Source: an optimization exercise on an open RTL-to-GDS flow (aim: small area, a short achievable clock period and few clock cycles per item). Production flows keep margins and buffers that such runs may drop. RTL that was checked went through simulation tests only; none was proved equivalent to the original.

before:
==> flow/design.v <==
`timescale 1ns/1ps
module ifu #(
    parameter int REGREQ = 1     
) (
    input  logic         clk,
    input  logic         rst_n,
    input  logic         recovery_valid,
    input  logic [31:0]  recovery_pc,
    output logic         mem_req,
    output logic [31:0]  mem_addr,
    input  logic         mem_ack,
    input  logic [127:0] mem_data,
    input  logic         dispatch_ready,
    output logic         instr_valid,
    output logic [31:0]  instr_data,
    output logic [31:0]  instr_pc,
    output logic         instr_is_branch,
    output logic         instr_pred_taken,
    output logic [31:0]  instr_target
);
    logic        v;          
    logic        pb;         
    logic        nt;         
    logic        sk;         
    logic [31:0] d;
    logic [29:0] p;          
    logic        o_br, o_tk, o_j;
    logic [29:0] nx;
    logic        pr;         
    logic        en;         
    logic        armed;      
    logic [3:0]  lj, lb;
    always_comb begin
        for (int i = 0; i < 4; i++) begin
            lj[i] = (mem_data[32*i+26 +: 6] == 6'b000010);
            lb[i] = (mem_data[32*i+26 +: 6] == 6'b000100);
        end
    end
    logic        have;
    logic [31:0] w;
    logic        wj, wb, wbr, wtk;
    assign have = armed && mem_ack && !pr;
    assign w    = mem_data[nx[1:0]*32 +: 32];
    assign wj   = lj[nx[1:0]];
    assign wb   = lb[nx[1:0]];
    assign wbr  = wj || wb;
    assign wtk  = wj || (wb && w[15]);
    logic [29:0] off, sum;
    assign off = !pb ? 30'd1 : o_j ? {{4{d[25]}}, d[25:0]} : {{14{d[15]}}, d[15:0]};
    assign sum = nx + off;
    logic take, load, ok;
    assign take = !v || dispatch_ready;
    assign load = take && have && !pb && !nt && !sk;
    assign ok   = en && !pb && !nt && !sk && !pr;
    always_ff @(posedge clk or negedge rst_n) begin
        if (!rst_n) begin
            v  <= 1'b0;
            pb <= 1'b0;
            nt <= 1'b0;
            sk <= 1'b0;
            nx <= 30'd0;
            pr <= 1'b0;
        end else if (recovery_valid) begin
            v  <= 1'b0;
            pb <= 1'b0;
            nt <= 1'b0;
            sk <= 1'b0;
            pr <= 1'b1;
        end else if (pr) begin
            if (!armed || mem_ack) begin
                nx <= p;
                pr <= 1'b0;
            end
        end else if (pb) begin
            v  <= 1'b1;
            pb <= 1'b0;
            nt <= !o_tk;
            nx <= sum;
        end else if (nt) begin
            if (dispatch_ready) begin
                v  <= 1'b0;
                nt <= 1'b0;
                sk <= 1'b1;
                nx <= p;
            end
        end else if (sk) begin
            sk <= 1'b0;
            nx <= sum;
        end else if (take) begin
            v  <= have && !wbr;
            pb <= have && wbr;
            if (have)
                nx <= sum;
        end
    end
    always_ff @(posedge clk) begin
        if (recovery_valid)
            p <= recovery_pc[31:2];
        else if (load)
            p <= nx;
    end
    always_ff @(posedge clk) begin
        if (load) begin
            d    <= w;
            o_j  <= wj;
            o_br <= wbr;
            o_tk <= wtk;
        end
    end
    logic leave;
    assign leave = recovery_valid || pr || (load && (nx[1:0] == 2'd3 || wtk));
    always_ff @(posedge clk or negedge rst_n) begin
        if (!rst_n) begin
            en    <= 1'b0;
            armed <= 1'b0;
        end else begin
            en <= 1'b1;
            if (armed) begin
                if (mem_ack && leave)
                    armed <= 1'b0;
            end else if (REGREQ ? (!pb && !nt && !sk && !recovery_valid && !mem_ack) : (ok && !mem_ack)) begin
                armed <= 1'b1;
            end
        end
    end
    assign mem_req  = REGREQ ? armed : (armed || (ok && !mem_ack));
    assign mem_addr = {nx[29:2], 4'b0000};
    assign instr_valid      = v;
    assign instr_data       = d;
    assign instr_pc         = {p, 2'b00};
    assign instr_is_branch  = o_br;
    assign instr_pred_taken = o_tk;
    assign instr_target     = o_br ? {nx, 2'b00} : 32'd0;
endmodule
==> flow/config.mk <==
export PLATFORM = sky130hd
export DESIGN_NAME = ifu
export DESIGN_NICKNAME = ifu
export VERILOG_FILES = /design/flow/design.v
export SDC_FILE = /design/flow/constraint.sdc
export NUM_CORES = 4
export LEC_CHECK = 0
export CAP_MARGIN = 20
export CORE_MARGIN = 2
export CORE_UTILIZATION = 40
export SETUP_SLACK_MARGIN = 4.9
export SLEW_MARGIN = 20
export TNS_END_PERCENT = 100
==> flow/constraint.sdc <==
create_clock -name core_clock -period 8.0 [get_ports {clk}]
set_input_delay 1.6000 -clock core_clock [delete_from_list [all_inputs] [get_ports {clk}]]
set_output_delay 1.6000 -clock core_clock [all_outputs]
set_load 0.01 [all_outputs]
standard.sh (not shown) runs the stock make flow with config.mk's settings and CLKGATE_MAP_FILE= SYNTH_SCRIPT=/design/flow/synth_recipe.tcl, a recipe that flattens the netlist after the stock synthesis.
==> flow/flow/run.sh <==
#!/bin/bash
# Standard layout, with the port buffers made of the smallest plain buffer
# instead of the resizer's default choice.
set -euo pipefail
export BUFFER_PORTS_ARGS="-buffer_cell sky130_fd_sc_hd__buf_1"
bash standard.sh > flow_standard.log 2>&1
Testbench counts of before, summed over its fixed seeds: cycles 248,297, items 64,895.
Relative to before, the following input files were edited for after:
diff --git a/flow/design.v b/flow/design.v
--- a/flow/design.v
+++ b/flow/design.v
@@ -107,8 +107,13 @@
             o_tk <= wtk;
         end
     end
+    logic [2:0] lsum;
+    logic       wsame;
+    assign lsum  = {1'b0, w[1:0]} + {1'b0, nx[1:0]};
+    assign wsame = (wj && ((&w[25:2] && lsum >= 3'd3) || (~|w[25:2] && lsum <= 3'd2)))
+                || (wb && &w[15:2] && lsum >= 3'd3);
     logic leave;
-    assign leave = recovery_valid || pr || (load && (nx[1:0] == 2'd3 || wtk));
+    assign leave = recovery_valid || pr || (load && (wtk ? !wsame : nx[1:0] == 2'd3));
     always_ff @(posedge clk or negedge rst_n) begin
         if (!rst_n) begin
             en    <= 1'b0;
- Every stage of the flow completed for after, and the final layout passed the timing, design-rule and antenna checks.
- Higher overall track demand over capacity in global routing among before and after: after
- Delta(wire length of the first global-routing pass, after - before) > 0
- As far as hold slack is concerned, before and after perform about the same.
- after vs. before: initial core utilization now sits at about the same level; register-to-register slack now sits lower; final worst slack now sits lower.
- Looking at largest family of logic cells by synthesized area, the simple AND/OR/NAND/NOR gates result is from after; the multiplexers one comes from before.
Function not checked in after: the RTL went through the layout flow alone.

---

Setup of north:
ifu, a different RTL version from the one above (not shown whole).
For scale: about 770 cells after synthesis, ~130 flip-flops, roughly 0.0083 sq mm of cells after synthesis.
==> module ifu, before the edit <==
module ifu #(
    parameter int REGREQ = 0     
) (
    input  logic         clk,
    input  logic         rst_n,
    input  logic         recovery_valid,
    input  logic [31:0]  recovery_pc,
    output logic         mem_req,
    output logic [31:0]  mem_addr,
    input  logic         mem_ack,
    input  logic [127:0] mem_data,
    input  logic         dispatch_ready,
    output logic         instr_valid,
    output logic [31:0]  instr_data,
    output logic [31:0]  instr_pc,
    output logic         instr_is_branch,
    output logic         instr_pred_taken,
    output logic [31:0]  instr_target
);
    logic        v;          
    logic        pb;         
    logic [31:0] d;
    logic [29:0] p;          
    logic [29:0] t;          
    logic        o_br, o_tk, o_j;
    logic [29:0] nx;
    logic        pr;         
    logic        en;         
    logic        armed;      
    logic [3:0]  lj, lb;
    always_comb begin
        for (int i = 0; i < 4; i++) begin
            lj[i] = (mem_data[32*i+26 +: 6] == 6'b000010);
            lb[i] = (mem_data[32*i+26 +: 6] == 6'b000100);
        end
    end
    logic        have;
    logic [31:0] w;
    logic        wj, wb, wbr, wtk;
    assign have = armed && mem_ack && !pr;
    assign w    = mem_data[nx[1:0]*32 +: 32];
    assign wj   = lj[nx[1:0]];
    assign wb   = lb[nx[1:0]];
    assign wbr  = wj || wb;
    assign wtk  = wj || (wb && w[15]);
    logic [29:0] off, sum;
    assign off = !pb ? 30'd1 : o_j ? {{4{d[25]}}, d[25:0]} : {{14{d[15]}}, d[15:0]};
    assign sum = nx + off;
    logic take, load, busy;
    assign take = !v || dispatch_ready;
    assign load = take && have && !pb;
    assign busy = REGREQ ? (armed && !mem_ack) : (en && !mem_ack);
    always_ff @(posedge clk or negedge rst_n) begin
        if (!rst_n) begin
            v  <= 1'b0;
            pb <= 1'b0;
            nx <= 30'd0;
            pr <= 1'b0;
        end else if (recovery_valid) begin
            v  <= 1'b0;
            pb <= 1'b0;
            if (busy) begin
                pr <= 1'b1;
            end else begin
                nx <= recovery_pc[31:2];
                pr <= 1'b0;
            end
        end else if (pr) begin
            if (mem_ack) begin
                nx <= p;
                pr <= 1'b0;
            end
        end else if (pb) begin
            v  <= 1'b1;
            pb <= 1'b0;
            if (o_tk)
                nx <= sum;
        end else if (take) begin
            v  <= have && !wbr;
            pb <= have && wbr;
            if (have)
                nx <= sum;
        end
    end
    always_ff @(posedge clk) begin
        if (recovery_valid)
            p <= recovery_pc[31:2];
        else if (load)
            p <= nx;
    end
    always_ff @(posedge clk) begin
        if (load) begin
            d    <= w;
            o_j  <= wj;
            o_br <= wbr;
            o_tk <= wtk;
        end
        if (pb)
            t <= sum;
    end
    logic leave;
    assign leave = recovery_valid || pr || (load && (nx[1:0] == 2'd3 || wtk));
    always_ff @(posedge clk or negedge rst_n) begin
        if (!rst_n) begin
            en    <= 1'b0;
            armed <= 1'b0;
        end else begin
            en <= 1'b1;
            if (armed) begin
                if (mem_ack && leave)
                    armed <= 1'b0;
            end else if (en && !mem_ack) begin
                armed <= 1'b1;
            end
        end
    end
    assign mem_req  = REGREQ ? armed : (en && (armed || !mem_ack));
    assign mem_addr = {nx[29:2], 4'b0000};
    assign instr_valid      = v;
    assign instr_data       = d;
    assign instr_pc         = {p, 2'b00};
    assign instr_is_branch  = o_br;
    assign instr_pred_taken = o_tk;
    assign instr_target     = o_br ? {t, 2'b00} : 32'd0;
endmodule
clock: 8.0 ns
lec_check: 0
cap_margin: 20
core_margin: 2
core_utilization: 40
setup_slack_margin: 4.35
slew_margin: 20
tns_end_percent: 100
Scripts as last shown in full above: flow/flow/run.sh
Testbench counts of north, summed over its fixed seeds: cycles 221,350, items 64,895.
Here is what was changed in the inputs of south compared with north.
--- a/flow/design.v
+++ b/flow/design.v
@@ -19,11 +19,11 @@
     output logic [31:0]  instr_target
 );
     logic        v;          
     logic        pb;         
+    logic        nt;         
     logic [31:0] d;
     logic [29:0] p;          
-    logic [29:0] t;          
     logic        o_br, o_tk, o_j;
     logic [29:0] nx;
     logic        pr;         
     logic        en;         
@@ -43,24 +43,28 @@
     assign wj   = lj[nx[1:0]];
     assign wb   = lb[nx[1:0]];
     assign wbr  = wj || wb;
     assign wtk  = wj || (wb && w[15]);
-    logic [29:0] off, sum;
+    logic [29:0] a, off, sum;
+    assign a   = nt ? p : nx;
     assign off = !pb ? 30'd1 : o_j ? {{4{d[25]}}, d[25:0]} : {{14{d[15]}}, d[15:0]};
-    assign sum = nx + off;
-    logic take, load, busy;
+    assign sum = a + off;
+    logic take, load, busy, ok;
     assign take = !v || dispatch_ready;
-    assign load = take && have && !pb;
-    assign busy = REGREQ ? (armed && !mem_ack) : (en && !mem_ack);
+    assign load = take && have && !pb && !nt;
+    assign ok   = en && !pb && !nt;
+    assign busy = !mem_ack && (armed || (REGREQ == 0 && ok));
     always_ff @(posedge clk or negedge rst_n) begin
         if (!rst_n) begin
             v  <= 1'b0;
             pb <= 1'b0;
+            nt <= 1'b0;
             nx <= 30'd0;
             pr <= 1'b0;
         end else if (recovery_valid) begin
             v  <= 1'b0;
             pb <= 1'b0;
+            nt <= 1'b0;
             if (busy) begin
                 pr <= 1'b1;
             end else begin
                 nx <= recovery_pc[31:2];
@@ -73,10 +77,16 @@
             end
         end else if (pb) begin
             v  <= 1'b1;
             pb <= 1'b0;
-            if (o_tk)
+            nt <= !o_tk;
+            nx <= sum;
+        end else if (nt) begin
+            if (dispatch_ready) begin
+                v  <= 1'b0;
+                nt <= 1'b0;
                 nx <= sum;
+            end
         end else if (take) begin
             v  <= have && !wbr;
             pb <= have && wbr;
             if (have)
@@ -95,10 +105,8 @@
             o_j  <= wj;
             o_br <= wbr;
             o_tk <= wtk;
         end
-        if (pb)
-            t <= sum;
     end
     logic leave;
     assign leave = recovery_valid || pr || (load && (nx[1:0] == 2'd3 || wtk));
     always_ff @(posedge clk or negedge rst_n) begin
@@ -109,18 +117,18 @@
             en <= 1'b1;
             if (armed) begin
                 if (mem_ack && leave)
                     armed <= 1'b0;
-            end else if (en && !mem_ack) begin
+            end else if (ok && !mem_ack) begin
                 armed <= 1'b1;
             end
         end
     end
-    assign mem_req  = REGREQ ? armed : (en && (armed || !mem_ack));
+    assign mem_req  = REGREQ ? armed : (armed || (ok && !mem_ack));
     assign mem_addr = {nx[29:2], 4'b0000};
     assign instr_valid      = v;
     assign instr_data       = d;
     assign instr_pc         = {p, 2'b00};
     assign instr_is_branch  = o_br;
     assign instr_pred_taken = o_tk;
-    assign instr_target     = o_br ? {t, 2'b00} : 32'd0;
+    assign instr_target     = o_br ? {nx, 2'b00} : 32'd0;
 endmodule
### Flow results
- Between south and north, it is south whose half-perimeter wire length after detailed placement is lower, by about 4%.
- [south] global-route total usage across every layer rose 0.36 points relative to north
- Delta (south minus north): timing-limited maximum frequency barely changed; global-route track usage on met3 dropped 0.24 points; number of cells in the finished layout apart from fillers dropped about 1.5%.
- Re clock latency on the worst-skew pair: south is 0.07 ns down on north.
- Final standard cell utilization of the core: north and south compared, lower one is south
- north → south: number of combinational gates with multiple inputs up 28; x dimension of the die down about 3%; setup slack down 0.0058 ns.
- Compared with north, in south simple logic cell fraction of the synthesized area moved up, mean post-synth cell area lower.
No functional check of the RTL was part of south.

[re-timing with driven ports]
The flow's constraints put no driver on any port. The routed layouts listed below were extracted and timed again, unchanged, in two steps. Step 1 sets driving cells, clkbuf_16 on the clock port and buf_2 on the other inputs (assumed; they add their load-dependent delay and slew). Step 2 also shifts input and output timing later by t, the mid clock arrival at the registers, as if the neighbouring blocks saw the same clock. a / b / c = no drivers / after step 1 / after step 2; a / b = the first two.
run | shift t [ns] | setup WS [ns] | worst hold slack (ns) | clock arrival spread, ns | worst data-port slew with drivers (ns)
before | 0.389 | 5.004 / 5.000 / 4.633 | 0.537 / 0.537 / 0.537 | 0.011 / 0.011 | 0.08
after | 0.401 | 4.489 / 4.508 / 4.108 | 0.538 / 0.538 / 0.538 | 0.009 / 0.009 | 0.12
north | 0.468 | 4.379 / 4.293 / 4.070 | 0.542 / 0.542 / 0.542 | 0.008 / 0.008 | 0.08
south | 0.397 | 4.374 / 4.335 / 4.123 | 0.558 / 0.558 / 0.558 | 0.010 / 0.011 | 0.07
After both steps every run listed still meets setup and hold. The setup slack of after, which loses most, moves by +0.019 ns with the drivers and by -0.381 ns with both steps.
